What follows belongs to an exercise in optimizing a design on an open flow for small area, a short achievable clock period and few clock cycles per item; a production flow would make more cautious choices. No run shown here included a check of the RTL's function; only the layout flow was run.

## flow/design.v (module list and top-level ports; edited modules follow where they fit)
// module conv_fa: 10 lines
// module conv_ha: 9 lines
// module conv_stream_mac: 1834 lines
module conv_stream_mac
#(
    parameter int DATA_W = 8,
    parameter int KSIZE  = 4,
    parameter int OUT_W  = 16
) (
    input  logic                          clk,
    input  logic                          rst,
    input  logic                          k_valid,
    output logic                          k_ready,
    input  logic [DATA_W-1:0]             k_data,
    input  logic                          in_valid,
    output logic                          in_ready,
    input  logic [KSIZE*KSIZE*DATA_W-1:0] in_window,
    input  logic                          relu_en,
    output logic                          out_valid,
    input  logic                          out_ready,
    output logic [OUT_W-1:0]              out_data,
    output logic                          out_neg,
    output logic                          kernel_ok
);
  // ...
==> flow/flow/run.sh <==
#!/bin/bash
# Standard layout with two changes: the port buffers are buf_2 cells instead
# of the default choice (a slow delay buffer), and clock tree synthesis builds
# the tree from clkbuf_4 cells without dummy loads.
set -euo pipefail
export BUFFER_PORTS_ARGS="-buffer_cell sky130_fd_sc_hd__buf_2"
export CTS_ARGS="-sink_clustering_enable -repair_clock_nets -dont_use_dummy_load -buf_list sky130_fd_sc_hd__clkbuf_4"
bash standard.sh > standard_flow.log 2>&1
==> flow/standard.sh <==
#!/bin/bash
# synth_recipe.tcl (not shown) runs the flow's synth.tcl, then flattens the netlist and writes it again
# the make line also repeats each setting of config.mk as NAME=value (left out here)
make -C /OpenROAD-flow-scripts/flow DESIGN_CONFIG=/design/flow/config.mk WORK_HOME=/design/flow/orfs CLKGATE_MAP_FILE= SYNTH_SCRIPT=/design/flow/synth_recipe.tcl "${@:-finish}"
==> flow/config.mk <==
export PLATFORM = sky130hd
export DESIGN_NAME = conv_stream_mac
export DESIGN_NICKNAME = conv_stream_mac
export VERILOG_FILES = /design/flow/design.v
export SDC_FILE = /design/flow/constraint.sdc
export NUM_CORES = 4
export LEC_CHECK = 0
export ABC_AREA = 1
export CAP_MARGIN = 20
export CORE_MARGIN = 2
export CORE_UTILIZATION = 60
export SETUP_SLACK_MARGIN = 2.9
export SLEW_MARGIN = 20
export SYNTH_HIERARCHICAL = 1
==> flow/constraint.sdc <==
create_clock -name core_clock -period 5.5 [get_ports {clk}]
set_input_delay 1.1000 -clock core_clock [delete_from_list [all_inputs] [get_ports {clk}]]
set_output_delay 1.1000 -clock core_clock [all_outputs]
set_load 0.01 [all_outputs]
==> impl_metrics.json, run 1 <==
{
  "dp.final_hpwl_um": 98400,
  "finalCritPeriodShare": 0.542,
  "synth_compound_area_frac": 0.0878,
  "slew_headroom": 0.335,
  "status": "complete, no violations",
  "dieArea_sq_um": 68300,
  "area_growth_pct": 13.0,
  "synth-edff-count": 271,
  "worstPathMaxFanout": 3,
  "ys_seq_area_frac": 0.412,
  "r2r-end": "cs2[34]$_DFF_P_",
  "seq_share": 0.366,
  "slew_viol_final": 0,
  "reg.largest.list": "cs1: 288 flops, kern: 192 flops, cs2: 70 flops",
  "routedWlPerCell_um": 28.4,
  "regArea_sq_um": 16500,
  "grt_usage": 0.372,
  "root_buffer": "clkbuf_4",
  "grt.overflow.total": 0,
  "yosysUniqueCellTypes": 31,
  "largest_register_ffs": 288,
  "insertion_delay_ns": 1.08,
  "multi_input_area_share": 0.517
}
==> run 2, diff against run 1 <==
--- a/flow/design.v
+++ b/flow/design.v
@@ -51,28 +51,28 @@
     output logic                          out_valid,
     input  logic                          out_ready,
     output logic [OUT_W-1:0]              out_data,
     output logic                          out_neg,
     output logic                          kernel_ok
 );
     logic [3:0]   cnt;
     logic [10:0]  kneg;
-    logic [191:0] kern;
+    logic [127:0] kern;
     logic         k_fire, in_fire, deliver;
     logic [2:0]   pending;
     logic         full;
     logic         kpend;
     logic [287:0] cs1;
     logic [69:0] cs2;
     logic [32:0] cs3;
     logic [3:1] pv;
     assign deliver  = out_valid && out_ready;
     assign k_ready  = !kernel_ok || kpend;
-    assign in_ready = kernel_ok && !kpend && (!full || out_ready);
+    assign in_ready = kernel_ok && !kpend && !full;
     assign k_fire   = k_valid && k_ready;
     assign in_fire  = in_valid && in_ready;
     always_ff @(posedge clk or posedge rst) begin
         if (rst) begin
             kpend <= 1'b0;
         end else begin
             kpend <= k_valid && kernel_ok && !kpend;
         end
@@ -83,229 +83,229 @@
             kernel_ok <= 1'b0;
         end else if (k_fire) begin
             cnt       <= cnt + 1'b1;
             kernel_ok <= (cnt == 4'd15);
         end
     end
     always_ff @(posedge clk) begin
         if (k_fire) begin
-            kern <= {k_data[7], ((k_data[7] & ~k_data[6] & ~k_data[5]) | (~k_data[7] & k_data[6] & k_data[5])), (k_data[6] ^ k_data[5]), k_data[5], ((k_data[5] & ~k_data[4] & ~k_data[3]) | (~k_data[5] & k_data[4] & k_data[3])), (k_data[4] ^ k_data[3]), k_data[3], ((k_data[3] & ~k_data[2] & ~k_data[1]) | (~k_data[3] & k_data[2] & k_data[1])), (k_data[2] ^ k_data[1]), k_data[1], ((k_data[1] & ~k_data[0] & ~1'b0) | (~k_data[1] & k_data[0] & 1'b0)), (k_data[0] ^ 1'b0), kern[191:12]};
+            kern <= {k_data, kern[127:8]};
             kneg <= ((cnt == 4'd0) ? 11'd0 : kneg) +
                     {4'd0, k_data[7], 1'b0, k_data[5], 1'b0, k_data[3], 1'b0, k_data[1]};
         end
     end
     always_ff @(posedge clk or posedge rst) begin
         if (rst) begin
             pending <= '0;
             full    <= 1'b0;
         end else if (in_fire != deliver) begin
             pending <= in_fire ? pending + 1'b1 : pending - 1'b1;
-            full    <= in_fire ? (pending == 3'd3) : 1'b0;
+            full    <= in_fire ? (pending == 3'd4) : 1'b0;
         end
     end
     always_ff @(posedge clk or posedge rst) begin
         if (rst) begin
             pv <= '0;
         end else begin
             pv <= {pv[2:1], in_fire};
         end
     end
-    wire one0_0 = kern[0];
-    wire two0_0 = kern[1];
-    wire [8:0] pp0_0 = (({9{one0_0}} & {in_window[7], in_window[7:0]}) | ({9{two0_0}} & {in_window[7:0], 1'b0})) ^ {9{kern[2]}};
-    wire one0_1 = kern[3];
-    wire two0_1 = kern[4];
-    wire [8:0] pp0_1 = (({9{one0_1}} & {in_window[7], in_window[7:0]}) | ({9{two0_1}} & {in_window[7:0], 1'b0})) ^ {9{kern[5]}};
-    wire one0_2 = kern[6];
-    wire two0_2 = kern[7];
-    wire [8:0] pp0_2 = (({9{one0_2}} & {in_window[7], in_window[7:0]}) | ({9{two0_2}} & {in_window[7:0], 1'b0})) ^ {9{kern[8]}};
-    wire one0_3 = kern[9];
-    wire two0_3 = kern[10];
-    wire [8:0] pp0_3 = (({9{one0_3}} & {in_window[7], in_window[7:0]}) | ({9{two0_3}} & {in_window[7:0], 1'b0})) ^ {9{kern[11]}};
-    wire one1_0 = kern[12];
-    wire two1_0 = kern[13];
-    wire [8:0] pp1_0 = (({9{one1_0}} & {in_window[15], in_window[15:8]}) | ({9{two1_0}} & {in_window[15:8], 1'b0})) ^ {9{kern[14]}};
-    wire one1_1 = kern[15];
-    wire two1_1 = kern[16];
-    wire [8:0] pp1_1 = (({9{one1_1}} & {in_window[15], in_window[15:8]}) | ({9{two1_1}} & {in_window[15:8], 1'b0})) ^ {9{kern[17]}};
-    wire one1_2 = kern[18];
-    wire two1_2 = kern[19];
-    wire [8:0] pp1_2 = (({9{one1_2}} & {in_window[15], in_window[15:8]}) | ({9{two1_2}} & {in_window[15:8], 1'b0})) ^ {9{kern[20]}};
-    wire one1_3 = kern[21];
-    wire two1_3 = kern[22];
-    wire [8:0] pp1_3 = (({9{one1_3}} & {in_window[15], in_window[15:8]}) | ({9{two1_3}} & {in_window[15:8], 1'b0})) ^ {9{kern[23]}};
-    wire one2_0 = kern[24];
-    wire two2_0 = kern[25];
-    wire [8:0] pp2_0 = (({9{one2_0}} & {in_window[23], in_window[23:16]}) | ({9{two2_0}} & {in_window[23:16], 1'b0})) ^ {9{kern[26]}};
-    wire one2_1 = kern[27];
-    wire two2_1 = kern[28];
-    wire [8:0] pp2_1 = (({9{one2_1}} & {in_window[23], in_window[23:16]}) | ({9{two2_1}} & {in_window[23:16], 1'b0})) ^ {9{kern[29]}};
-    wire one2_2 = kern[30];
-    wire two2_2 = kern[31];
-    wire [8:0] pp2_2 = (({9{one2_2}} & {in_window[23], in_window[23:16]}) | ({9{two2_2}} & {in_window[23:16], 1'b0})) ^ {9{kern[32]}};
-    wire one2_3 = kern[33];
-    wire two2_3 = kern[34];
-    wire [8:0] pp2_3 = (({9{one2_3}} & {in_window[23], in_window[23:16]}) | ({9{two2_3}} & {in_window[23:16], 1'b0})) ^ {9{kern[35]}};
-    wire one3_0 = kern[36];
-    wire two3_0 = kern[37];
-    wire [8:0] pp3_0 = (({9{one3_0}} & {in_window[31], in_window[31:24]}) | ({9{two3_0}} & {in_window[31:24], 1'b0})) ^ {9{kern[38]}};
-    wire one3_1 = kern[39];
-    wire two3_1 = kern[40];
-    wire [8:0] pp3_1 = (({9{one3_1}} & {in_window[31], in_window[31:24]}) | ({9{two3_1}} & {in_window[31:24], 1'b0})) ^ {9{kern[41]}};
-    wire one3_2 = kern[42];
-    wire two3_2 = kern[43];
-    wire [8:0] pp3_2 = (({9{one3_2}} & {in_window[31], in_window[31:24]}) | ({9{two3_2}} & {in_window[31:24], 1'b0})) ^ {9{kern[44]}};
-    wire one3_3 = kern[45];
-    wire two3_3 = kern[46];
-    wire [8:0] pp3_3 = (({9{one3_3}} & {in_window[31], in_window[31:24]}) | ({9{two3_3}} & {in_window[31:24], 1'b0})) ^ {9{kern[47]}};
-    wire one4_0 = kern[48];
-    wire two4_0 = kern[49];
-    wire [8:0] pp4_0 = (({9{one4_0}} & {in_window[39], in_window[39:32]}) | ({9{two4_0}} & {in_window[39:32], 1'b0})) ^ {9{kern[50]}};
-    wire one4_1 = kern[51];
-    wire two4_1 = kern[52];
-    wire [8:0] pp4_1 = (({9{one4_1}} & {in_window[39], in_window[39:32]}) | ({9{two4_1}} & {in_window[39:32], 1'b0})) ^ {9{kern[53]}};
-    wire one4_2 = kern[54];
-    wire two4_2 = kern[55];
-    wire [8:0] pp4_2 = (({9{one4_2}} & {in_window[39], in_window[39:32]}) | ({9{two4_2}} & {in_window[39:32], 1'b0})) ^ {9{kern[56]}};
-    wire one4_3 = kern[57];
-    wire two4_3 = kern[58];
-    wire [8:0] pp4_3 = (({9{one4_3}} & {in_window[39], in_window[39:32]}) | ({9{two4_3}} & {in_window[39:32], 1'b0})) ^ {9{kern[59]}};
-    wire one5_0 = kern[60];
-    wire two5_0 = kern[61];
-    wire [8:0] pp5_0 = (({9{one5_0}} & {in_window[47], in_window[47:40]}) | ({9{two5_0}} & {in_window[47:40], 1'b0})) ^ {9{kern[62]}};
-    wire one5_1 = kern[63];
-    wire two5_1 = kern[64];
-    wire [8:0] pp5_1 = (({9{one5_1}} & {in_window[47], in_window[47:40]}) | ({9{two5_1}} & {in_window[47:40], 1'b0})) ^ {9{kern[65]}};
-    wire one5_2 = kern[66];
-    wire two5_2 = kern[67];
-    wire [8:0] pp5_2 = (({9{one5_2}} & {in_window[47], in_window[47:40]}) | ({9{two5_2}} & {in_window[47:40], 1'b0})) ^ {9{kern[68]}};
-    wire one5_3 = kern[69];
-    wire two5_3 = kern[70];
-    wire [8:0] pp5_3 = (({9{one5_3}} & {in_window[47], in_window[47:40]}) | ({9{two5_3}} & {in_window[47:40], 1'b0})) ^ {9{kern[71]}};
-    wire one6_0 = kern[72];
-    wire two6_0 = kern[73];
-    wire [8:0] pp6_0 = (({9{one6_0}} & {in_window[55], in_window[55:48]}) | ({9{two6_0}} & {in_window[55:48], 1'b0})) ^ {9{kern[74]}};
-    wire one6_1 = kern[75];
-    wire two6_1 = kern[76];
-    wire [8:0] pp6_1 = (({9{one6_1}} & {in_window[55], in_window[55:48]}) | ({9{two6_1}} & {in_window[55:48], 1'b0})) ^ {9{kern[77]}};
-    wire one6_2 = kern[78];
-    wire two6_2 = kern[79];
-    wire [8:0] pp6_2 = (({9{one6_2}} & {in_window[55], in_window[55:48]}) | ({9{two6_2}} & {in_window[55:48], 1'b0})) ^ {9{kern[80]}};
-    wire one6_3 = kern[81];
-    wire two6_3 = kern[82];
-    wire [8:0] pp6_3 = (({9{one6_3}} & {in_window[55], in_window[55:48]}) | ({9{two6_3}} & {in_window[55:48], 1'b0})) ^ {9{kern[83]}};
-    wire one7_0 = kern[84];
-    wire two7_0 = kern[85];
-    wire [8:0] pp7_0 = (({9{one7_0}} & {in_window[63], in_window[63:56]}) | ({9{two7_0}} & {in_window[63:56], 1'b0})) ^ {9{kern[86]}};
-    wire one7_1 = kern[87];
-    wire two7_1 = kern[88];
-    wire [8:0] pp7_1 = (({9{one7_1}} & {in_window[63], in_window[63:56]}) | ({9{two7_1}} & {in_window[63:56], 1'b0})) ^ {9{kern[89]}};
-    wire one7_2 = kern[90];
-    wire two7_2 = kern[91];
-    wire [8:0] pp7_2 = (({9{one7_2}} & {in_window[63], in_window[63:56]}) | ({9{two7_2}} & {in_window[63:56], 1'b0})) ^ {9{kern[92]}};
-    wire one7_3 = kern[93];
-    wire two7_3 = kern[94];
-    wire [8:0] pp7_3 = (({9{one7_3}} & {in_window[63], in_window[63:56]}) | ({9{two7_3}} & {in_window[63:56], 1'b0})) ^ {9{kern[95]}};
-    wire one8_0 = kern[96];
-    wire two8_0 = kern[97];
-    wire [8:0] pp8_0 = (({9{one8_0}} & {in_window[71], in_window[71:64]}) | ({9{two8_0}} & {in_window[71:64], 1'b0})) ^ {9{kern[98]}};
-    wire one8_1 = kern[99];
-    wire two8_1 = kern[100];
-    wire [8:0] pp8_1 = (({9{one8_1}} & {in_window[71], in_window[71:64]}) | ({9{two8_1}} & {in_window[71:64], 1'b0})) ^ {9{kern[101]}};
-    wire one8_2 = kern[102];
-    wire two8_2 = kern[103];
-    wire [8:0] pp8_2 = (({9{one8_2}} & {in_window[71], in_window[71:64]}) | ({9{two8_2}} & {in_window[71:64], 1'b0})) ^ {9{kern[104]}};
-    wire one8_3 = kern[105];
-    wire two8_3 = kern[106];
-    wire [8:0] pp8_3 = (({9{one8_3}} & {in_window[71], in_window[71:64]}) | ({9{two8_3}} & {in_window[71:64], 1'b0})) ^ {9{kern[107]}};
-    wire one9_0 = kern[108];
-    wire two9_0 = kern[109];
-    wire [8:0] pp9_0 = (({9{one9_0}} & {in_window[79], in_window[79:72]}) | ({9{two9_0}} & {in_window[79:72], 1'b0})) ^ {9{kern[110]}};
-    wire one9_1 = kern[111];
-    wire two9_1 = kern[112];
-    wire [8:0] pp9_1 = (({9{one9_1}} & {in_window[79], in_window[79:72]}) | ({9{two9_1}} & {in_window[79:72], 1'b0})) ^ {9{kern[113]}};
-    wire one9_2 = kern[114];
-    wire two9_2 = kern[115];
-    wire [8:0] pp9_2 = (({9{one9_2}} & {in_window[79], in_window[79:72]}) | ({9{two9_2}} & {in_window[79:72], 1'b0})) ^ {9{kern[116]}};
-    wire one9_3 = kern[117];
-    wire two9_3 = kern[118];
-    wire [8:0] pp9_3 = (({9{one9_3}} & {in_window[79], in_window[79:72]}) | ({9{two9_3}} & {in_window[79:72], 1'b0})) ^ {9{kern[119]}};
-    wire one10_0 = kern[120];
-    wire two10_0 = kern[121];
-    wire [8:0] pp10_0 = (({9{one10_0}} & {in_window[87], in_window[87:80]}) | ({9{two10_0}} & {in_window[87:80], 1'b0})) ^ {9{kern[122]}};
-    wire one10_1 = kern[123];
-    wire two10_1 = kern[124];
-    wire [8:0] pp10_1 = (({9{one10_1}} & {in_window[87], in_window[87:80]}) | ({9{two10_1}} & {in_window[87:80], 1'b0})) ^ {9{kern[125]}};
-    wire one10_2 = kern[126];
-    wire two10_2 = kern[127];
-    wire [8:0] pp10_2 = (({9{one10_2}} & {in_window[87], in_window[87:80]}) | ({9{two10_2}} & {in_window[87:80], 1'b0})) ^ {9{kern[128]}};
-    wire one10_3 = kern[129];
-    wire two10_3 = kern[130];
-    wire [8:0] pp10_3 = (({9{one10_3}} & {in_window[87], in_window[87:80]}) | ({9{two10_3}} & {in_window[87:80], 1'b0})) ^ {9{kern[131]}};
-    wire one11_0 = kern[132];
-    wire two11_0 = kern[133];
-    wire [8:0] pp11_0 = (({9{one11_0}} & {in_window[95], in_window[95:88]}) | ({9{two11_0}} & {in_window[95:88], 1'b0})) ^ {9{kern[134]}};
-    wire one11_1 = kern[135];
-    wire two11_1 = kern[136];
-    wire [8:0] pp11_1 = (({9{one11_1}} & {in_window[95], in_window[95:88]}) | ({9{two11_1}} & {in_window[95:88], 1'b0})) ^ {9{kern[137]}};
-    wire one11_2 = kern[138];
-    wire two11_2 = kern[139];
-    wire [8:0] pp11_2 = (({9{one11_2}} & {in_window[95], in_window[95:88]}) | ({9{two11_2}} & {in_window[95:88], 1'b0})) ^ {9{kern[140]}};
-    wire one11_3 = kern[141];
-    wire two11_3 = kern[142];
-    wire [8:0] pp11_3 = (({9{one11_3}} & {in_window[95], in_window[95:88]}) | ({9{two11_3}} & {in_window[95:88], 1'b0})) ^ {9{kern[143]}};
-    wire one12_0 = kern[144];
-    wire two12_0 = kern[145];
-    wire [8:0] pp12_0 = (({9{one12_0}} & {in_window[103], in_window[103:96]}) | ({9{two12_0}} & {in_window[103:96], 1'b0})) ^ {9{kern[146]}};
-    wire one12_1 = kern[147];
-    wire two12_1 = kern[148];
-    wire [8:0] pp12_1 = (({9{one12_1}} & {in_window[103], in_window[103:96]}) | ({9{two12_1}} & {in_window[103:96], 1'b0})) ^ {9{kern[149]}};
-    wire one12_2 = kern[150];
-    wire two12_2 = kern[151];
-    wire [8:0] pp12_2 = (({9{one12_2}} & {in_window[103], in_window[103:96]}) | ({9{two12_2}} & {in_window[103:96], 1'b0})) ^ {9{kern[152]}};
-    wire one12_3 = kern[153];
-    wire two12_3 = kern[154];
-    wire [8:0] pp12_3 = (({9{one12_3}} & {in_window[103], in_window[103:96]}) | ({9{two12_3}} & {in_window[103:96], 1'b0})) ^ {9{kern[155]}};
-    wire one13_0 = kern[156];
-    wire two13_0 = kern[157];
-    wire [8:0] pp13_0 = (({9{one13_0}} & {in_window[111], in_window[111:104]}) | ({9{two13_0}} & {in_window[111:104], 1'b0})) ^ {9{kern[158]}};
-    wire one13_1 = kern[159];
-    wire two13_1 = kern[160];
-    wire [8:0] pp13_1 = (({9{one13_1}} & {in_window[111], in_window[111:104]}) | ({9{two13_1}} & {in_window[111:104], 1'b0})) ^ {9{kern[161]}};
-    wire one13_2 = kern[162];
-    wire two13_2 = kern[163];
-    wire [8:0] pp13_2 = (({9{one13_2}} & {in_window[111], in_window[111:104]}) | ({9{two13_2}} & {in_window[111:104], 1'b0})) ^ {9{kern[164]}};
-    wire one13_3 = kern[165];
-    wire two13_3 = kern[166];
-    wire [8:0] pp13_3 = (({9{one13_3}} & {in_window[111], in_window[111:104]}) | ({9{two13_3}} & {in_window[111:104], 1'b0})) ^ {9{kern[167]}};
-    wire one14_0 = kern[168];
-    wire two14_0 = kern[169];
-    wire [8:0] pp14_0 = (({9{one14_0}} & {in_window[119], in_window[119:112]}) | ({9{two14_0}} & {in_window[119:112], 1'b0})) ^ {9{kern[170]}};
-    wire one14_1 = kern[171];
-    wire two14_1 = kern[172];
-    wire [8:0] pp14_1 = (({9{one14_1}} & {in_window[119], in_window[119:112]}) | ({9{two14_1}} & {in_window[119:112], 1'b0})) ^ {9{kern[173]}};
-    wire one14_2 = kern[174];
-    wire two14_2 = kern[175];
-    wire [8:0] pp14_2 = (({9{one14_2}} & {in_window[119], in_window[119:112]}) | ({9{two14_2}} & {in_window[119:112], 1'b0})) ^ {9{kern[176]}};
-    wire one14_3 = kern[177];
-    wire two14_3 = kern[178];
-    wire [8:0] pp14_3 = (({9{one14_3}} & {in_window[119], in_window[119:112]}) | ({9{two14_3}} & {in_window[119:112], 1'b0})) ^ {9{kern[179]}};
-    wire one15_0 = kern[180];
-    wire two15_0 = kern[181];
-    wire [8:0] pp15_0 = (({9{one15_0}} & {in_window[127], in_window[127:120]}) | ({9{two15_0}} & {in_window[127:120], 1'b0})) ^ {9{kern[182]}};
-    wire one15_1 = kern[183];
-    wire two15_1 = kern[184];
-    wire [8:0] pp15_1 = (({9{one15_1}} & {in_window[127], in_window[127:120]}) | ({9{two15_1}} & {in_window[127:120], 1'b0})) ^ {9{kern[185]}};
-    wire one15_2 = kern[186];
-    wire two15_2 = kern[187];
-    wire [8:0] pp15_2 = (({9{one15_2}} & {in_window[127], in_window[127:120]}) | ({9{two15_2}} & {in_window[127:120], 1'b0})) ^ {9{kern[188]}};
-    wire one15_3 = kern[189];
-    wire two15_3 = kern[190];
-    wire [8:0] pp15_3 = (({9{one15_3}} & {in_window[127], in_window[127:120]}) | ({9{two15_3}} & {in_window[127:120], 1'b0})) ^ {9{kern[191]}};
+    wire one0_0 = kern[0] ^ 1'b0;
+    wire two0_0 = (kern[1] & ~kern[0] & ~1'b0) | (~kern[1] & kern[0] & 1'b0);
+    wire [8:0] pp0_0 = (({9{one0_0}} & {in_window[7], in_window[7:0]}) | ({9{two0_0}} & {in_window[7:0], 1'b0})) ^ {9{kern[1]}};
+    wire one0_1 = kern[2] ^ kern[1];
+    wire two0_1 = (kern[3] & ~kern[2] & ~kern[1]) | (~kern[3] & kern[2] & kern[1]);
+    wire [8:0] pp0_1 = (({9{one0_1}} & {in_window[7], in_window[7:0]}) | ({9{two0_1}} & {in_window[7:0], 1'b0})) ^ {9{kern[3]}};
+    wire one0_2 = kern[4] ^ kern[3];
+    wire two0_2 = (kern[5] & ~kern[4] & ~kern[3]) | (~kern[5] & kern[4] & kern[3]);
+    wire [8:0] pp0_2 = (({9{one0_2}} & {in_window[7], in_window[7:0]}) | ({9{two0_2}} & {in_window[7:0], 1'b0})) ^ {9{kern[5]}};
+    wire one0_3 = kern[6] ^ kern[5];
+    wire two0_3 = (kern[7] & ~kern[6] & ~kern[5]) | (~kern[7] & kern[6] & kern[5]);
+    wire [8:0] pp0_3 = (({9{one0_3}} & {in_window[7], in_window[7:0]}) | ({9{two0_3}} & {in_window[7:0], 1'b0})) ^ {9{kern[7]}};
+    wire one1_0 = kern[8] ^ 1'b0;
+    wire two1_0 = (kern[9] & ~kern[8] & ~1'b0) | (~kern[9] & kern[8] & 1'b0);
+    wire [8:0] pp1_0 = (({9{one1_0}} & {in_window[15], in_window[15:8]}) | ({9{two1_0}} & {in_window[15:8], 1'b0})) ^ {9{kern[9]}};
+    wire one1_1 = kern[10] ^ kern[9];
+    wire two1_1 = (kern[11] & ~kern[10] & ~kern[9]) | (~kern[11] & kern[10] & kern[9]);
+    wire [8:0] pp1_1 = (({9{one1_1}} & {in_window[15], in_window[15:8]}) | ({9{two1_1}} & {in_window[15:8], 1'b0})) ^ {9{kern[11]}};
+    wire one1_2 = kern[12] ^ kern[11];
+    wire two1_2 = (kern[13] & ~kern[12] & ~kern[11]) | (~kern[13] & kern[12] & kern[11]);
+    wire [8:0] pp1_2 = (({9{one1_2}} & {in_window[15], in_window[15:8]}) | ({9{two1_2}} & {in_window[15:8], 1'b0})) ^ {9{kern[13]}};
+    wire one1_3 = kern[14] ^ kern[13];
+    wire two1_3 = (kern[15] & ~kern[14] & ~kern[13]) | (~kern[15] & kern[14] & kern[13]);
+    wire [8:0] pp1_3 = (({9{one1_3}} & {in_window[15], in_window[15:8]}) | ({9{two1_3}} & {in_window[15:8], 1'b0})) ^ {9{kern[15]}};
+    wire one2_0 = kern[16] ^ 1'b0;
+    wire two2_0 = (kern[17] & ~kern[16] & ~1'b0) | (~kern[17] & kern[16] & 1'b0);
+    wire [8:0] pp2_0 = (({9{one2_0}} & {in_window[23], in_window[23:16]}) | ({9{two2_0}} & {in_window[23:16], 1'b0})) ^ {9{kern[17]}};
+    wire one2_1 = kern[18] ^ kern[17];
+    wire two2_1 = (kern[19] & ~kern[18] & ~kern[17]) | (~kern[19] & kern[18] & kern[17]);
+    wire [8:0] pp2_1 = (({9{one2_1}} & {in_window[23], in_window[23:16]}) | ({9{two2_1}} & {in_window[23:16], 1'b0})) ^ {9{kern[19]}};
+    wire one2_2 = kern[20] ^ kern[19];
+    wire two2_2 = (kern[21] & ~kern[20] & ~kern[19]) | (~kern[21] & kern[20] & kern[19]);
+    wire [8:0] pp2_2 = (({9{one2_2}} & {in_window[23], in_window[23:16]}) | ({9{two2_2}} & {in_window[23:16], 1'b0})) ^ {9{kern[21]}};
+    wire one2_3 = kern[22] ^ kern[21];
+    wire two2_3 = (kern[23] & ~kern[22] & ~kern[21]) | (~kern[23] & kern[22] & kern[21]);
+    wire [8:0] pp2_3 = (({9{one2_3}} & {in_window[23], in_window[23:16]}) | ({9{two2_3}} & {in_window[23:16], 1'b0})) ^ {9{kern[23]}};
+    wire one3_0 = kern[24] ^ 1'b0;
+    wire two3_0 = (kern[25] & ~kern[24] & ~1'b0) | (~kern[25] & kern[24] & 1'b0);
+    wire [8:0] pp3_0 = (({9{one3_0}} & {in_window[31], in_window[31:24]}) | ({9{two3_0}} & {in_window[31:24], 1'b0})) ^ {9{kern[25]}};
+    wire one3_1 = kern[26] ^ kern[25];
+    wire two3_1 = (kern[27] & ~kern[26] & ~kern[25]) | (~kern[27] & kern[26] & kern[25]);
+    wire [8:0] pp3_1 = (({9{one3_1}} & {in_window[31], in_window[31:24]}) | ({9{two3_1}} & {in_window[31:24], 1'b0})) ^ {9{kern[27]}};
+    wire one3_2 = kern[28] ^ kern[27];
+    wire two3_2 = (kern[29] & ~kern[28] & ~kern[27]) | (~kern[29] & kern[28] & kern[27]);
+    wire [8:0] pp3_2 = (({9{one3_2}} & {in_window[31], in_window[31:24]}) | ({9{two3_2}} & {in_window[31:24], 1'b0})) ^ {9{kern[29]}};
+    wire one3_3 = kern[30] ^ kern[29];
+    wire two3_3 = (kern[31] & ~kern[30] & ~kern[29]) | (~kern[31] & kern[30] & kern[29]);
+    wire [8:0] pp3_3 = (({9{one3_3}} & {in_window[31], in_window[31:24]}) | ({9{two3_3}} & {in_window[31:24], 1'b0})) ^ {9{kern[31]}};
+    wire one4_0 = kern[32] ^ 1'b0;
+    wire two4_0 = (kern[33] & ~kern[32] & ~1'b0) | (~kern[33] & kern[32] & 1'b0);
+    wire [8:0] pp4_0 = (({9{one4_0}} & {in_window[39], in_window[39:32]}) | ({9{two4_0}} & {in_window[39:32], 1'b0})) ^ {9{kern[33]}};
+    wire one4_1 = kern[34] ^ kern[33];
+    wire two4_1 = (kern[35] & ~kern[34] & ~kern[33]) | (~kern[35] & kern[34] & kern[33]);
+    wire [8:0] pp4_1 = (({9{one4_1}} & {in_window[39], in_window[39:32]}) | ({9{two4_1}} & {in_window[39:32], 1'b0})) ^ {9{kern[35]}};
+    wire one4_2 = kern[36] ^ kern[35];
+    wire two4_2 = (kern[37] & ~kern[36] & ~kern[35]) | (~kern[37] & kern[36] & kern[35]);
+    wire [8:0] pp4_2 = (({9{one4_2}} & {in_window[39], in_window[39:32]}) | ({9{two4_2}} & {in_window[39:32], 1'b0})) ^ {9{kern[37]}};
+    wire one4_3 = kern[38] ^ kern[37];
+    wire two4_3 = (kern[39] & ~kern[38] & ~kern[37]) | (~kern[39] & kern[38] & kern[37]);
+    wire [8:0] pp4_3 = (({9{one4_3}} & {in_window[39], in_window[39:32]}) | ({9{two4_3}} & {in_window[39:32], 1'b0})) ^ {9{kern[39]}};
+    wire one5_0 = kern[40] ^ 1'b0;
+    wire two5_0 = (kern[41] & ~kern[40] & ~1'b0) | (~kern[41] & kern[40] & 1'b0);
+    wire [8:0] pp5_0 = (({9{one5_0}} & {in_window[47], in_window[47:40]}) | ({9{two5_0}} & {in_window[47:40], 1'b0})) ^ {9{kern[41]}};
+    wire one5_1 = kern[42] ^ kern[41];
+    wire two5_1 = (kern[43] & ~kern[42] & ~kern[41]) | (~kern[43] & kern[42] & kern[41]);
+    wire [8:0] pp5_1 = (({9{one5_1}} & {in_window[47], in_window[47:40]}) | ({9{two5_1}} & {in_window[47:40], 1'b0})) ^ {9{kern[43]}};
+    wire one5_2 = kern[44] ^ kern[43];
+    wire two5_2 = (kern[45] & ~kern[44] & ~kern[43]) | (~kern[45] & kern[44] & kern[43]);
+    wire [8:0] pp5_2 = (({9{one5_2}} & {in_window[47], in_window[47:40]}) | ({9{two5_2}} & {in_window[47:40], 1'b0})) ^ {9{kern[45]}};
+    wire one5_3 = kern[46] ^ kern[45];
+    wire two5_3 = (kern[47] & ~kern[46] & ~kern[45]) | (~kern[47] & kern[46] & kern[45]);
+    wire [8:0] pp5_3 = (({9{one5_3}} & {in_window[47], in_window[47:40]}) | ({9{two5_3}} & {in_window[47:40], 1'b0})) ^ {9{kern[47]}};
+    wire one6_0 = kern[48] ^ 1'b0;
+    wire two6_0 = (kern[49] & ~kern[48] & ~1'b0) | (~kern[49] & kern[48] & 1'b0);
+    wire [8:0] pp6_0 = (({9{one6_0}} & {in_window[55], in_window[55:48]}) | ({9{two6_0}} & {in_window[55:48], 1'b0})) ^ {9{kern[49]}};
+    wire one6_1 = kern[50] ^ kern[49];
+    wire two6_1 = (kern[51] & ~kern[50] & ~kern[49]) | (~kern[51] & kern[50] & kern[49]);
+    wire [8:0] pp6_1 = (({9{one6_1}} & {in_window[55], in_window[55:48]}) | ({9{two6_1}} & {in_window[55:48], 1'b0})) ^ {9{kern[51]}};
+    wire one6_2 = kern[52] ^ kern[51];
+    wire two6_2 = (kern[53] & ~kern[52] & ~kern[51]) | (~kern[53] & kern[52] & kern[51]);
+    wire [8:0] pp6_2 = (({9{one6_2}} & {in_window[55], in_window[55:48]}) | ({9{two6_2}} & {in_window[55:48], 1'b0})) ^ {9{kern[53]}};
+    wire one6_3 = kern[54] ^ kern[53];
+    wire two6_3 = (kern[55] & ~kern[54] & ~kern[53]) | (~kern[55] & kern[54] & kern[53]);
+    wire [8:0] pp6_3 = (({9{one6_3}} & {in_window[55], in_window[55:48]}) | ({9{two6_3}} & {in_window[55:48], 1'b0})) ^ {9{kern[55]}};
+    wire one7_0 = kern[56] ^ 1'b0;
+    wire two7_0 = (kern[57] & ~kern[56] & ~1'b0) | (~kern[57] & kern[56] & 1'b0);
+    wire [8:0] pp7_0 = (({9{one7_0}} & {in_window[63], in_window[63:56]}) | ({9{two7_0}} & {in_window[63:56], 1'b0})) ^ {9{kern[57]}};
+    wire one7_1 = kern[58] ^ kern[57];
+    wire two7_1 = (kern[59] & ~kern[58] & ~kern[57]) | (~kern[59] & kern[58] & kern[57]);
+    wire [8:0] pp7_1 = (({9{one7_1}} & {in_window[63], in_window[63:56]}) | ({9{two7_1}} & {in_window[63:56], 1'b0})) ^ {9{kern[59]}};
+    wire one7_2 = kern[60] ^ kern[59];
+    wire two7_2 = (kern[61] & ~kern[60] & ~kern[59]) | (~kern[61] & kern[60] & kern[59]);
+    wire [8:0] pp7_2 = (({9{one7_2}} & {in_window[63], in_window[63:56]}) | ({9{two7_2}} & {in_window[63:56], 1'b0})) ^ {9{kern[61]}};
+    wire one7_3 = kern[62] ^ kern[61];
+    wire two7_3 = (kern[63] & ~kern[62] & ~kern[61]) | (~kern[63] & kern[62] & kern[61]);
+    wire [8:0] pp7_3 = (({9{one7_3}} & {in_window[63], in_window[63:56]}) | ({9{two7_3}} & {in_window[63:56], 1'b0})) ^ {9{kern[63]}};
+    wire one8_0 = kern[64] ^ 1'b0;
+    wire two8_0 = (kern[65] & ~kern[64] & ~1'b0) | (~kern[65] & kern[64] & 1'b0);
+    wire [8:0] pp8_0 = (({9{one8_0}} & {in_window[71], in_window[71:64]}) | ({9{two8_0}} & {in_window[71:64], 1'b0})) ^ {9{kern[65]}};
+    wire one8_1 = kern[66] ^ kern[65];
+    wire two8_1 = (kern[67] & ~kern[66] & ~kern[65]) | (~kern[67] & kern[66] & kern[65]);
+    wire [8:0] pp8_1 = (({9{one8_1}} & {in_window[71], in_window[71:64]}) | ({9{two8_1}} & {in_window[71:64], 1'b0})) ^ {9{kern[67]}};
+    wire one8_2 = kern[68] ^ kern[67];
+    wire two8_2 = (kern[69] & ~kern[68] & ~kern[67]) | (~kern[69] & kern[68] & kern[67]);
+    wire [8:0] pp8_2 = (({9{one8_2}} & {in_window[71], in_window[71:64]}) | ({9{two8_2}} & {in_window[71:64], 1'b0})) ^ {9{kern[69]}};
+    wire one8_3 = kern[70] ^ kern[69];
+    wire two8_3 = (kern[71] & ~kern[70] & ~kern[69]) | (~kern[71] & kern[70] & kern[69]);
+    wire [8:0] pp8_3 = (({9{one8_3}} & {in_window[71], in_window[71:64]}) | ({9{two8_3}} & {in_window[71:64], 1'b0})) ^ {9{kern[71]}};
+    wire one9_0 = kern[72] ^ 1'b0;
+    wire two9_0 = (kern[73] & ~kern[72] & ~1'b0) | (~kern[73] & kern[72] & 1'b0);
+    wire [8:0] pp9_0 = (({9{one9_0}} & {in_window[79], in_window[79:72]}) | ({9{two9_0}} & {in_window[79:72], 1'b0})) ^ {9{kern[73]}};
+    wire one9_1 = kern[74] ^ kern[73];
+    wire two9_1 = (kern[75] & ~kern[74] & ~kern[73]) | (~kern[75] & kern[74] & kern[73]);
+    wire [8:0] pp9_1 = (({9{one9_1}} & {in_window[79], in_window[79:72]}) | ({9{two9_1}} & {in_window[79:72], 1'b0})) ^ {9{kern[75]}};
+    wire one9_2 = kern[76] ^ kern[75];
+    wire two9_2 = (kern[77] & ~kern[76] & ~kern[75]) | (~kern[77] & kern[76] & kern[75]);
+    wire [8:0] pp9_2 = (({9{one9_2}} & {in_window[79], in_window[79:72]}) | ({9{two9_2}} & {in_window[79:72], 1'b0})) ^ {9{kern[77]}};
+    wire one9_3 = kern[78] ^ kern[77];
+    wire two9_3 = (kern[79] & ~kern[78] & ~kern[77]) | (~kern[79] & kern[78] & kern[77]);
+    wire [8:0] pp9_3 = (({9{one9_3}} & {in_window[79], in_window[79:72]}) | ({9{two9_3}} & {in_window[79:72], 1'b0})) ^ {9{kern[79]}};
+    wire one10_0 = kern[80] ^ 1'b0;
+    wire two10_0 = (kern[81] & ~kern[80] & ~1'b0) | (~kern[81] & kern[80] & 1'b0);
+    wire [8:0] pp10_0 = (({9{one10_0}} & {in_window[87], in_window[87:80]}) | ({9{two10_0}} & {in_window[87:80], 1'b0})) ^ {9{kern[81]}};
+    wire one10_1 = kern[82] ^ kern[81];
+    wire two10_1 = (kern[83] & ~kern[82] & ~kern[81]) | (~kern[83] & kern[82] & kern[81]);
+    wire [8:0] pp10_1 = (({9{one10_1}} & {in_window[87], in_window[87:80]}) | ({9{two10_1}} & {in_window[87:80], 1'b0})) ^ {9{kern[83]}};
+    wire one10_2 = kern[84] ^ kern[83];
+    wire two10_2 = (kern[85] & ~kern[84] & ~kern[83]) | (~kern[85] & kern[84] & kern[83]);
+    wire [8:0] pp10_2 = (({9{one10_2}} & {in_window[87], in_window[87:80]}) | ({9{two10_2}} & {in_window[87:80], 1'b0})) ^ {9{kern[85]}};
+    wire one10_3 = kern[86] ^ kern[85];
+    wire two10_3 = (kern[87] & ~kern[86] & ~kern[85]) | (~kern[87] & kern[86] & kern[85]);
+    wire [8:0] pp10_3 = (({9{one10_3}} & {in_window[87], in_window[87:80]}) | ({9{two10_3}} & {in_window[87:80], 1'b0})) ^ {9{kern[87]}};
+    wire one11_0 = kern[88] ^ 1'b0;
+    wire two11_0 = (kern[89] & ~kern[88] & ~1'b0) | (~kern[89] & kern[88] & 1'b0);
+    wire [8:0] pp11_0 = (({9{one11_0}} & {in_window[95], in_window[95:88]}) | ({9{two11_0}} & {in_window[95:88], 1'b0})) ^ {9{kern[89]}};
+    wire one11_1 = kern[90] ^ kern[89];
+    wire two11_1 = (kern[91] & ~kern[90] & ~kern[89]) | (~kern[91] & kern[90] & kern[89]);
+    wire [8:0] pp11_1 = (({9{one11_1}} & {in_window[95], in_window[95:88]}) | ({9{two11_1}} & {in_window[95:88], 1'b0})) ^ {9{kern[91]}};
+    wire one11_2 = kern[92] ^ kern[91];
+    wire two11_2 = (kern[93] & ~kern[92] & ~kern[91]) | (~kern[93] & kern[92] & kern[91]);
+    wire [8:0] pp11_2 = (({9{one11_2}} & {in_window[95], in_window[95:88]}) | ({9{two11_2}} & {in_window[95:88], 1'b0})) ^ {9{kern[93]}};
+    wire one11_3 = kern[94] ^ kern[93];
+    wire two11_3 = (kern[95] & ~kern[94] & ~kern[93]) | (~kern[95] & kern[94] & kern[93]);
+    wire [8:0] pp11_3 = (({9{one11_3}} & {in_window[95], in_window[95:88]}) | ({9{two11_3}} & {in_window[95:88], 1'b0})) ^ {9{kern[95]}};
+    wire one12_0 = kern[96] ^ 1'b0;
+    wire two12_0 = (kern[97] & ~kern[96] & ~1'b0) | (~kern[97] & kern[96] & 1'b0);
+    wire [8:0] pp12_0 = (({9{one12_0}} & {in_window[103], in_window[103:96]}) | ({9{two12_0}} & {in_window[103:96], 1'b0})) ^ {9{kern[97]}};
+    wire one12_1 = kern[98] ^ kern[97];
+    wire two12_1 = (kern[99] & ~kern[98] & ~kern[97]) | (~kern[99] & kern[98] & kern[97]);
+    wire [8:0] pp12_1 = (({9{one12_1}} & {in_window[103], in_window[103:96]}) | ({9{two12_1}} & {in_window[103:96], 1'b0})) ^ {9{kern[99]}};
+    wire one12_2 = kern[100] ^ kern[99];
+    wire two12_2 = (kern[101] & ~kern[100] & ~kern[99]) | (~kern[101] & kern[100] & kern[99]);
+    wire [8:0] pp12_2 = (({9{one12_2}} & {in_window[103], in_window[103:96]}) | ({9{two12_2}} & {in_window[103:96], 1'b0})) ^ {9{kern[101]}};
+    wire one12_3 = kern[102] ^ kern[101];
+    wire two12_3 = (kern[103] & ~kern[102] & ~kern[101]) | (~kern[103] & kern[102] & kern[101]);
+    wire [8:0] pp12_3 = (({9{one12_3}} & {in_window[103], in_window[103:96]}) | ({9{two12_3}} & {in_window[103:96], 1'b0})) ^ {9{kern[103]}};
+    wire one13_0 = kern[104] ^ 1'b0;
+    wire two13_0 = (kern[105] & ~kern[104] & ~1'b0) | (~kern[105] & kern[104] & 1'b0);
+    wire [8:0] pp13_0 = (({9{one13_0}} & {in_window[111], in_window[111:104]}) | ({9{two13_0}} & {in_window[111:104], 1'b0})) ^ {9{kern[105]}};
+    wire one13_1 = kern[106] ^ kern[105];
+    wire two13_1 = (kern[107] & ~kern[106] & ~kern[105]) | (~kern[107] & kern[106] & kern[105]);
+    wire [8:0] pp13_1 = (({9{one13_1}} & {in_window[111], in_window[111:104]}) | ({9{two13_1}} & {in_window[111:104], 1'b0})) ^ {9{kern[107]}};
+    wire one13_2 = kern[108] ^ kern[107];
+    wire two13_2 = (kern[109] & ~kern[108] & ~kern[107]) | (~kern[109] & kern[108] & kern[107]);
+    wire [8:0] pp13_2 = (({9{one13_2}} & {in_window[111], in_window[111:104]}) | ({9{two13_2}} & {in_window[111:104], 1'b0})) ^ {9{kern[109]}};
+    wire one13_3 = kern[110] ^ kern[109];
+    wire two13_3 = (kern[111] & ~kern[110] & ~kern[109]) | (~kern[111] & kern[110] & kern[109]);
+    wire [8:0] pp13_3 = (({9{one13_3}} & {in_window[111], in_window[111:104]}) | ({9{two13_3}} & {in_window[111:104], 1'b0})) ^ {9{kern[111]}};
+    wire one14_0 = kern[112] ^ 1'b0;
+    wire two14_0 = (kern[113] & ~kern[112] & ~1'b0) | (~kern[113] & kern[112] & 1'b0);
+    wire [8:0] pp14_0 = (({9{one14_0}} & {in_window[119], in_window[119:112]}) | ({9{two14_0}} & {in_window[119:112], 1'b0})) ^ {9{kern[113]}};
+    wire one14_1 = kern[114] ^ kern[113];
+    wire two14_1 = (kern[115] & ~kern[114] & ~kern[113]) | (~kern[115] & kern[114] & kern[113]);
+    wire [8:0] pp14_1 = (({9{one14_1}} & {in_window[119], in_window[119:112]}) | ({9{two14_1}} & {in_window[119:112], 1'b0})) ^ {9{kern[115]}};
+    wire one14_2 = kern[116] ^ kern[115];
+    wire two14_2 = (kern[117] & ~kern[116] & ~kern[115]) | (~kern[117] & kern[116] & kern[115]);
+    wire [8:0] pp14_2 = (({9{one14_2}} & {in_window[119], in_window[119:112]}) | ({9{two14_2}} & {in_window[119:112], 1'b0})) ^ {9{kern[117]}};
+    wire one14_3 = kern[118] ^ kern[117];
+    wire two14_3 = (kern[119] & ~kern[118] & ~kern[117]) | (~kern[119] & kern[118] & kern[117]);
+    wire [8:0] pp14_3 = (({9{one14_3}} & {in_window[119], in_window[119:112]}) | ({9{two14_3}} & {in_window[119:112], 1'b0})) ^ {9{kern[119]}};
+    wire one15_0 = kern[120] ^ 1'b0;
+    wire two15_0 = (kern[121] & ~kern[120] & ~1'b0) | (~kern[121] & kern[120] & 1'b0);
+    wire [8:0] pp15_0 = (({9{one15_0}} & {in_window[127], in_window[127:120]}) | ({9{two15_0}} & {in_window[127:120], 1'b0})) ^ {9{kern[121]}};
+    wire one15_1 = kern[122] ^ kern[121];
+    wire two15_1 = (kern[123] & ~kern[122] & ~kern[121]) | (~kern[123] & kern[122] & kern[121]);
+    wire [8:0] pp15_1 = (({9{one15_1}} & {in_window[127], in_window[127:120]}) | ({9{two15_1}} & {in_window[127:120], 1'b0})) ^ {9{kern[123]}};
+    wire one15_2 = kern[124] ^ kern[123];
+    wire two15_2 = (kern[125] & ~kern[124] & ~kern[123]) | (~kern[125] & kern[124] & kern[123]);
+    wire [8:0] pp15_2 = (({9{one15_2}} & {in_window[127], in_window[127:120]}) | ({9{two15_2}} & {in_window[127:120], 1'b0})) ^ {9{kern[125]}};
+    wire one15_3 = kern[126] ^ kern[125];
+    wire two15_3 = (kern[127] & ~kern[126] & ~kern[125]) | (~kern[127] & kern[126] & kern[125]);
+    wire [8:0] pp15_3 = (({9{one15_3}} & {in_window[127], in_window[127:120]}) | ({9{two15_3}} & {in_window[127:120], 1'b0})) ^ {9{kern[127]}};
     wire l0w0f0s, l0w0f0c;
     conv_fa u_l0w0f0 (.a(kneg[0]), .b(pp0_0[0]), .c(pp1_0[0]), .s(l0w0f0s), .co(l0w0f0c));
     wire l0w0f1s, l0w0f1c;
     conv_fa u_l0w0f1 (.a(pp2_0[0]), .b(pp3_0[0]), .c(pp4_0[0]), .s(l0w0f1s), .co(l0w0f1c));
     wire l0w0f2s, l0w0f2c;
     conv_fa u_l0w0f2 (.a(pp5_0[0]), .b(pp6_0[0]), .c(pp7_0[0]), .s(l0w0f2s), .co(l0w0f2c));
     wire l0w0f3s, l0w0f3c;
     conv_fa u_l0w0f3 (.a(pp8_0[0]), .b(pp9_0[0]), .c(pp10_0[0]), .s(l0w0f3s), .co(l0w0f3c));
@@ -1831,39 +1831,43 @@
     logic [15:0] res;
     assign row_a = {1'b1, cs3[31], cs3[29], cs3[27], cs3[25], cs3[23], cs3[21], cs3[19], cs3[17], cs3[15], cs3[13], cs3[11], cs3[9], cs3[8], cs3[6], cs3[4], cs3[3], cs3[2], cs3[1], cs3[0]};
     assign row_b = {1'b0, cs3[32], cs3[30], cs3[28], cs3[26], cs3[24], cs3[22], cs3[20], cs3[18], cs3[16], cs3[14], cs3[12], cs3[10], 1'b0, cs3[7], cs3[5], 1'b0, 1'b0, 1'b0, 1'b0};
     assign sum   = row_a + row_b;
     assign neg   = sum[19];
     assign ovf   = !((&sum[19:15]) || !(|sum[19:15]));
     assign res   = (relu_en && neg) ? 16'h0000 :
                    ovf ? (neg ? 16'h8000 : 16'h7fff) : sum[15:0];
-    logic [3:0] qv;
+    logic [4:0] qv;
     logic [16:0] q1;
     logic [16:0] q2;
     logic [16:0] q3;
+    logic [16:0] q4;
     assign out_valid = qv[0];
     always_ff @(posedge clk or posedge rst) begin
         if (rst) begin
             qv <= '0;
         end else if (deliver) begin
-            qv <= {1'b0, qv[3:1]} | ({qv[3:1], 1'b1} & ~{1'b1, qv[3:1]} & {4{pv[3]}});
+            qv <= {1'b0, qv[4:1]} | ({qv[4:1], 1'b1} & ~{1'b1, qv[4:1]} & {5{pv[3]}});
         end else begin
-            qv <= qv | ({qv[2:0], 1'b1} & ~qv & {4{pv[3]}});
+            qv <= qv | ({qv[3:0], 1'b1} & ~qv & {5{pv[3]}});
         end
     end
     always_ff @(posedge clk) begin
         if (deliver) begin
             if (qv[1]) {out_neg, out_data} <= q1;
             else if (qv[0] && pv[3]) {out_neg, out_data} <= {neg, res};
             if (qv[2]) q1 <= q2;
             else if (qv[1] && pv[3]) q1 <= {neg, res};
             if (qv[3]) q2 <= q3;
             else if (qv[2] && pv[3]) q2 <= {neg, res};
-            if (qv[3] && pv[3]) q3 <= {neg, res};
+            if (qv[4]) q3 <= q4;
+            else if (qv[3] && pv[3]) q3 <= {neg, res};
+            if (qv[4] && pv[3]) q4 <= {neg, res};
         end else begin
             if (!qv[0] && 1'b1 && pv[3]) {out_neg, out_data} <= {neg, res};
             if (!qv[1] && qv[0] && pv[3]) q1 <= {neg, res};
             if (!qv[2] && qv[1] && pv[3]) q2 <= {neg, res};
             if (!qv[3] && qv[2] && pv[3]) q3 <= {neg, res};
+            if (!qv[4] && qv[3] && pv[3]) q4 <= {neg, res};
         end
     end
 endmodule
==> flow/run.sh (new file) <==
#!/bin/bash
# synth_recipe.tcl (not shown) runs the flow's synth.tcl, then flattens the netlist and writes it again
# the make line also repeats each setting of config.mk as NAME=value (left out here)
make -C /OpenROAD-flow-scripts/flow DESIGN_CONFIG=/design/flow/config.mk WORK_HOME=/design/flow/orfs CLKGATE_MAP_FILE= SYNTH_SCRIPT=/design/flow/synth_recipe.tcl finish
==> flow/config.mk (replaced) <==
export PLATFORM = sky130hd
export DESIGN_NAME = conv_stream_mac
export DESIGN_NICKNAME = conv_stream_mac
export VERILOG_FILES = /design/flow/design.v
export SDC_FILE = /design/flow/constraint.sdc
export NUM_CORES = 4
export LEC_CHECK = 0
export ABC_AREA = 1
export CAP_MARGIN = 20
export CORE_MARGIN = 2
export CORE_UTILIZATION = 40
export SETUP_SLACK_MARGIN = 2.6
export SLEW_MARGIN = 20
export SYNTH_HIERARCHICAL = 1
removed: flow/flow/run.sh
removed: flow/standard.sh
==> run 2 against run 1 <==
  * Register-to-register slack lost 0.17 ns
  * Die area grew 51%
==> impl_metrics.json, run 2 <==
{
  "status": "complete, no violations",
  "initial_utilization": 0.403,
  "skew_ns": 0.0498,
  "cp-end-kind": "register",
  "drt-vias-per-instance": 5.27,
  "dieArea_sq_um": 103000,
  "finalWirelength_um": 126000,
  "r2r_cells": 7,
  "wl_met1_um": 54200,
  "die_h_um": 321,
  "nets": 4744,
  "slew_viol_final": 0,
  "synthFlopType": "dfxtp_1",
  "root_buffer": "clkbuf_16",
  "area_growth_pct": 16.9,
  "post_synth_instance_area_sq_um": 40200,
  "cts_tree": "built",
  "worstPathRequired_ns": 6.00,
  "yosysMostFrequentCell": "fa_1",
  "clockBufferDepth": 3,
  "finalCritPeriodShare": 0.523,
  "drt_iter0_drc": 2768,
  "grt.overflow.total": 0,
  "async_reset_ff_frac": 0.0284,
  "layout_common_cells": "558 x fa_1, 414 x xor2_1, 404 x nand2_1, 391 x dfxtp_1, 347 x inv_1",
  "critPathKind": "input pin to register",
  "regMostFlops": "cs1",
  "crit_top_cell": "fa_1",
  "vias": 28300,
  "grt_pass1_wl_um": 183000,
  "yosys_warnings": 7,
  "yosysUniqueCellTypes": 40,
  "path_cells": "clkdlybuf4s50_1 -> clkinvlp_4 -> o22ai_1 -> xor2_1 -> fa_1 -> fa_1",
  "fp.dieW_um": 321,
  "portBuffers": 162,
  "ios": 163,
  "cts_sinks": 633,
  "dp.final_hpwl_um": 100000,
  "htree_levels": 3,
  "cpPeakStageDelay_ns": 0.54,
  "core_area_sq_um": 99900,
  "clkTransAtPathRegs_ns": 0.06,
  "reg.largest.list": "cs1: 288 flops, kern: 128 flops, cs2: 70 flops",
  "grt_antenna_before_repair": 0,
  "crit_slowest_cell": "clkdlybuf4s50_1",
  "largest_register_ffs": 288,
  "worstMarginPinSlew_ns": 0.684,
  "finalSetupViolations": 0,
  "drc": 0,
  "routedWlPerCell_um": 23.4,
  "gp_congestion": 0.958,
  "synth.cells.most_frequent": "560 x fa_1, 415 x xor2_1, 407 x nand2_1",
  "topRoutingLayerUsed": "met4",
  "holdBufCountCts": 0,
  "numCtsBuffers": 75,
  "rows": 116,
  "insertion_delay_ns": 0.66,
  "arrival_ns": 3.37,
  "utilization": 0.471,
  "synth_seq_cells": 633,
  "synth.area.top_cells": "fa_1 28%, dfxtp_1 19%, edfxtp_1 17%",
  "tns_ns": 0,
  "met3_length_um": 7140,
  "hold_depth": 0,
  "grt_pass1_vias": 27800,
  "synth-edff-count": 224,
  "synth_top_cell_by_area": "fa_1",
  "grt_usage": 0.243,
  "period_minus_slack_ns": 2.87,
  "synth_area_per_cell_sq_um": 10.8,
  "worst_hold_slack_ns": 0.326,
  "hold_violations": 0,
  "hp-class": "register to register",
  "drt_pass1_iterations": 6,
  "maxCapViolCount": 0,
  "wl_met2_um": 60600,
  "drive_gt1_frac": 0.107,
  "worstPathMaxFanout": 10,
  "crit_path_start_kind": "input pin",
  "ant_nets": 0,
  "layout_commonest_cell": "fa_1",
  "slew_headroom": 0.544,
  "ys_seq_area_frac": 0.373,
  "max_clock_freq_mhz": 348,
  "rsz0062_at_grt": "yes",
  "synthCells": 3710,
  "grt_start_max_net_pins": 65,
  "synth_top_area_share": 0.279
}
## run 2: cell types whose count changed after synthesis, moves of 32 or more
cell	change
nand2_1	+212
nor2_1	+197
a21oi_1	+114
o22ai_1	-113
xor2_1	-113
o21ai_0	+63
xnor2_1	-63
buf_2	+49
a211oi_1	+48
o21ai_1	+48
edfxtp_1	-47
a21oi_2	+41
clkbuf_1	-32
clkinv_1	+32
## run 2: final cells by class
cell class | count | area, sq um
antenna | 1 | 2.50
clock buffer | 109 | 2280
clock inverter | 28 | 288
fill | 9117 | 52800
inverter | 390 | 1530
multi-input combinational | 2597 | 23400
sequential | 633 | 15000
tap | 1298 | 1620
timing repair buffer | 315 | 2830
timing repair inverter | 3 | 17.5
## run 2: critical path: cells and delay by family
family / cells / cell delay (ns)
fa+ha+maj: 2 / 0.96
xor+xnor: 1 / 0.27
buf+inv: 2 / 0.76
compound gates: 1 / 0.27
## run 2: cells by family (layout without fill, tap and decap cells)
group | after synthesis | in the layout | share of synthesized area
AO/OA/AOI/OAI | 798 | 798 | 0.119
XOR/XNOR | 422 | 422 | 0.0919
adder cells (fa/ha/maj) | 587 | 587 | 0.287
buffers and inverters | 484 | 845 | 0.0474
flip-flops | 633 | 633 | 0.373
multiplexers | 2 | 2 | 0.000560
other | 1 | 5 | 0.0000932
AND/OR/NAND/NOR | 783 | 784 | 0.0811
## run 2: routing by layer
layer  track usage  up-vias
met3        0.0296      158
met5             0        -
li1              -    12900
met1         0.332    14200
met4        0.0723        0
met2         0.404     1039
## run 2: modules after synthesis (local to each module, per instance)
module | flip-flops and latches | cell area (sq um)
conv_stream_mac | 633 | 29000
conv_fa | 0 | 20.0
conv_ha | 0 | 12.5
## run 2: final timing paths
kind | start | endpoint | slack, ns
worst max-delay path | in_window[15] | cs1[257]$_DFF_P_ | 2.63
worst min-delay path | cs2[2]$_DFF_P_ | cs3[2]$_DFF_P_ | 0.33
worst max register to register | kern[17]$_DFFE_PP_ | cs1[19]$_DFF_P_ | 2.72
worst min register to register | cs2[2]$_DFF_P_ | cs3[2]$_DFF_P_ | 0.33
max in group asynchronous | rst | qv[1]$_DFF_PP0_ | 4.19
min in group asynchronous | rst | cnt[2]$_DFFE_PP0P_ | 0.88
## run 2: timing repair
item,CTS,global route
endpoints found under the setup margin,53,162
setup buffers,36,109
gates cloned,0,4
resized for setup,13,36
pin swaps,0,4
## run 2: per-stage QoR
stage / instances / setup slack [ns] / instance area (sq um)
2_1_floorplan: 3713 / 1.87 / 40200
3_3_place_gp: 5086 / 1.81 / 43100
3_5_place_dp: 5086 / 1.86 / 43100
4_1_cts: 5259 / 2.49 / 46000
5_1_grt: 5373 / 2.57 / 47000
6_report: 5374 / 2.63 / 47000
==> run 3, diff against run 2 <==
--- a/flow/config.mk
+++ b/flow/config.mk
@@ -10,5 +10,4 @@
 export CORE_MARGIN = 2
 export CORE_UTILIZATION = 40
-export SETUP_SLACK_MARGIN = 2.6
 export SLEW_MARGIN = 20
 export SYNTH_HIERARCHICAL = 1
==> run 3 against run 2 <==
  * Global-route usage barely moved
  * Count of clock-buffer cells in the layout fell by 12
  * Via count fell by 2.5%
  * Utilization fell by 1.3 points
  * Fmax fell by 10%
  * First-iteration DRC count rose by 2.8%
  * Critical path type unchanged
==> impl_metrics.json, run 3 <==
{
  "gp_congestion": 0.939,
  "hold_depth": 0,
  "grt_pass1_vias": 27700,
  "grt_usage": 0.242,
  "grt_antenna_before_repair": 2,
  "finalSetupViolations": 0,
  "n_antenna_cell": 0,
  "reg.largest.list": "cs1: 288 flops, kern: 128 flops, cs2: 70 flops",
  "cts_sinks": 633,
  "ys_seq_area_frac": 0.373,
  "crit_path_start_kind": "input pin",
  "ant_nets": 0,
  "core_area_sq_um": 99900,
  "drc": 0,
  "largest_register_ffs": 288,
  "rsz0062_at_grt": "no",
  "skew_ns": 0.0284,
  "postCtsResizedCells": 0,
  "layout_common_cells": "560 x fa_1, 415 x xor2_1, 407 x nand2_1, 391 x dfxtp_1, 348 x inv_1",
  "htree_levels": 3,
  "clockBufferDepth": 3,
  "fp.dieW_um": 321,
  "grt.overflow.total": 0,
  "clkTransAtPathRegs_ns": 0.06,
  "area_growth_pct": 13.8,
  "arrival_ns": 3.60,
  "numCtsBuffers": 73,
  "r2r_cells": 6,
  "slew_headroom": 0.348,
  "dp.final_hpwl_um": 100000,
  "dieArea_sq_um": 103000,
  "dp_cells": 5087,
  "yosys_warnings": 7,
  "critPathKind": "input pin to register",
  "ios": 163,
  "design_area_sq_um": 45800,
  "yosysUniqueCellTypes": 40,
  "regMostFlops": "cs1",
  "hold_violations": 0,
  "fin_cells": 5224,
  "drive_gt1_frac": 0.0629,
  "max_clock_freq_mhz": 312,
  "worst_slack_ns": 2.30,
  "worstMarginPinSlew_ns": 0.972,
  "synth_area_per_cell_sq_um": 10.8,
  "die_h_um": 321,
  "synthCells": 3710,
  "tns_ns": 0,
  "drt-vias-per-instance": 5.28,
  "drt_iter0_drc": 2845,
  "period_minus_slack_ns": 3.20,
  "synthFlopType": "dfxtp_1",
  "drt_pass1_iterations": 5,
  "synth.area.top_cells": "fa_1 28%, dfxtp_1 19%, edfxtp_1 17%",
  "synth.cells.most_frequent": "560 x fa_1, 415 x xor2_1, 407 x nand2_1",
  "postCtsSetupBuffers": 0,
  "portBuffers": 162,
  "slew_viol_final": 0,
  "async_reset_ff_frac": 0.0284,
  "finalWirelength_um": 123000,
  "synth_top_cell_by_area": "fa_1",
  "cp-end-kind": "register",
  "nets": 4595,
  "insertion_delay_ns": 0.65,
  "cts_tree": "built",
  "worstPathRequired_ns": 5.90,
  "placed_area_sq_um": 43100,
  "status": "complete, no violations",
  "layout_commonest_cell": "fa_1",
  "yosysMostFrequentCell": "fa_1",
  "hp-class": "register to register",
  "worstPathMaxFanout": 32,
  "post_synth_instance_area_sq_um": 40200,
  "maxCapViolCount": 0,
  "synth_top_area_share": 0.279,
  "root_buffer": "clkbuf_16",
  "finalCritPeriodShare": 0.582,
  "routedWlPerCell_um": 23.6,
  "grt_start_max_net_pins": 76,
  "synth_seq_cells": 633,
  "synth-edff-count": 224,
  "rows": 116,
  "grt_pass1_wl_um": 182000,
  "initial_utilization": 0.403,
  "place_ws_ns": 1.86,
  "holdBufCountCts": 0,
  "rrSetupSlack_ns": 2.43,
  "vias": 27600
}
==> run 3: cell counts after synthesis <==
No cell type changed its count.
==> run 3: final cells by class <==
type | count | area, sq um
Fill cell | 9263 | 54100
Multi-Input combinational cell | 2596 | 23300
Sequential cell | 633 | 15000
Clock buffer | 97 | 2130
Timing Repair Buffer | 172 | 1750
Tap cell | 1298 | 1620
Inverter | 390 | 1480
Clock inverter | 38 | 467
==> run 3: Yosys stat by module, one instance, submodules excluded <==
module / flops+latches / cells inside
conv_stream_mac: 633 / 3146
conv_fa: 0 / 1
conv_ha: 0 / 1
==> run 3: logic make-up after synthesis <==
kind of cell             synth area share
AO/OA/AOI/OAI                       0.119
XOR/XNOR                           0.0919
adder cells (fa/ha/maj)             0.287
buffers and inverters              0.0474
flip-flops                          0.373
multiplexers                     0.000560
other                           0.0000932
AND/OR/NAND/NOR                    0.0811
==> run 3: through the flow <==
step                      utilization  hold WS, ns
after CTS                       0.458        0.326
after global routing            0.458        0.333
after floorplan                     -        0.310
final                           0.458        0.326
after detailed placement        0.432        0.312
after global placement          0.432        0.312
==> run 3: worst paths after layout <==
| kind | from | end |
|---|---|---|
| setup / recovery | out_ready | q1[14]$_DFFE_PP_ |
| min in group asynchronous | rst | cnt[2]$_DFFE_PP0P_ |
| hold / removal | cs2[69]$_DFF_P_ | cs3[31]$_DFF_P_ |
| max in group asynchronous | rst | qv[2]$_DFF_PP0_ |
| setup reg to reg | kern[19]$_DFFE_PP_ | cs1[90]$_DFF_P_ |
| hold reg to reg | cs2[69]$_DFF_P_ | cs3[31]$_DFF_P_ |
==> run 3: metal layers <==
| metal | share of wire | routed length, um | GRT usage |
|---|---|---|---|
| met2 | 0.48 | 59400 | 0.400 |
| met5 | 0 | 0 | 0 |
| met3 | 0.058 | 7200 | 0.0341 |
| met4 | 0.029 | 3530 | 0.0659 |
| met1 | 0.43 | 53100 | 0.334 |
==> run 3: critical path, stage by stage <==
cell and delay, ns:
clkdlybuf4s50_1 0.52, nand2_1 0.22, nor2_1 0.23, clkinv_1 0.79
or2_2 0.61, nand2_1 0.08, inv_1 0.04

## static timing again, ports no longer ideal
Ports are ideal in the flow. The routed layouts listed here were re-timed in OpenROAD. Step 1 (the two cells are an assumption about what drives the block):
set clk [get_ports {clk}]
set_driving_cell -lib_cell sky130_fd_sc_hd__clkbuf_16 $clk
set_driving_cell -lib_cell sky130_fd_sc_hd__buf_2 [delete_from_list [all_inputs] $clk]
Step 2 adds t to the input delays and takes it off the output delays; t is the mean of the earliest and latest rising clock arrival at the registers after step 1. Input paths then give back, and output paths get back, about the clock's delay inside the block. Slacks: ideal ports / drivers / drivers and shift; pairs: ideal ports / drivers.
| run | t, ns | slack for setup (ns) | hold slack, ns |
|---|---|---|---|
| run 1 | 1.097 | 2.516 / 2.451 / 2.130 | 0.076 / 0.031 / 0.287 |
| run 2 | 0.709 | 2.625 / 2.619 / 1.910 | 0.326 / 0.326 / 0.326 |
| run 3 | 0.714 | 2.299 / 2.349 / 1.635 | 0.326 / 0.326 / 0.326 |
After both steps every run listed still meets setup and hold. For run 2, which loses most, drivers alone change the setup slack by -0.006 ns; drivers and shift together by -0.715 ns.
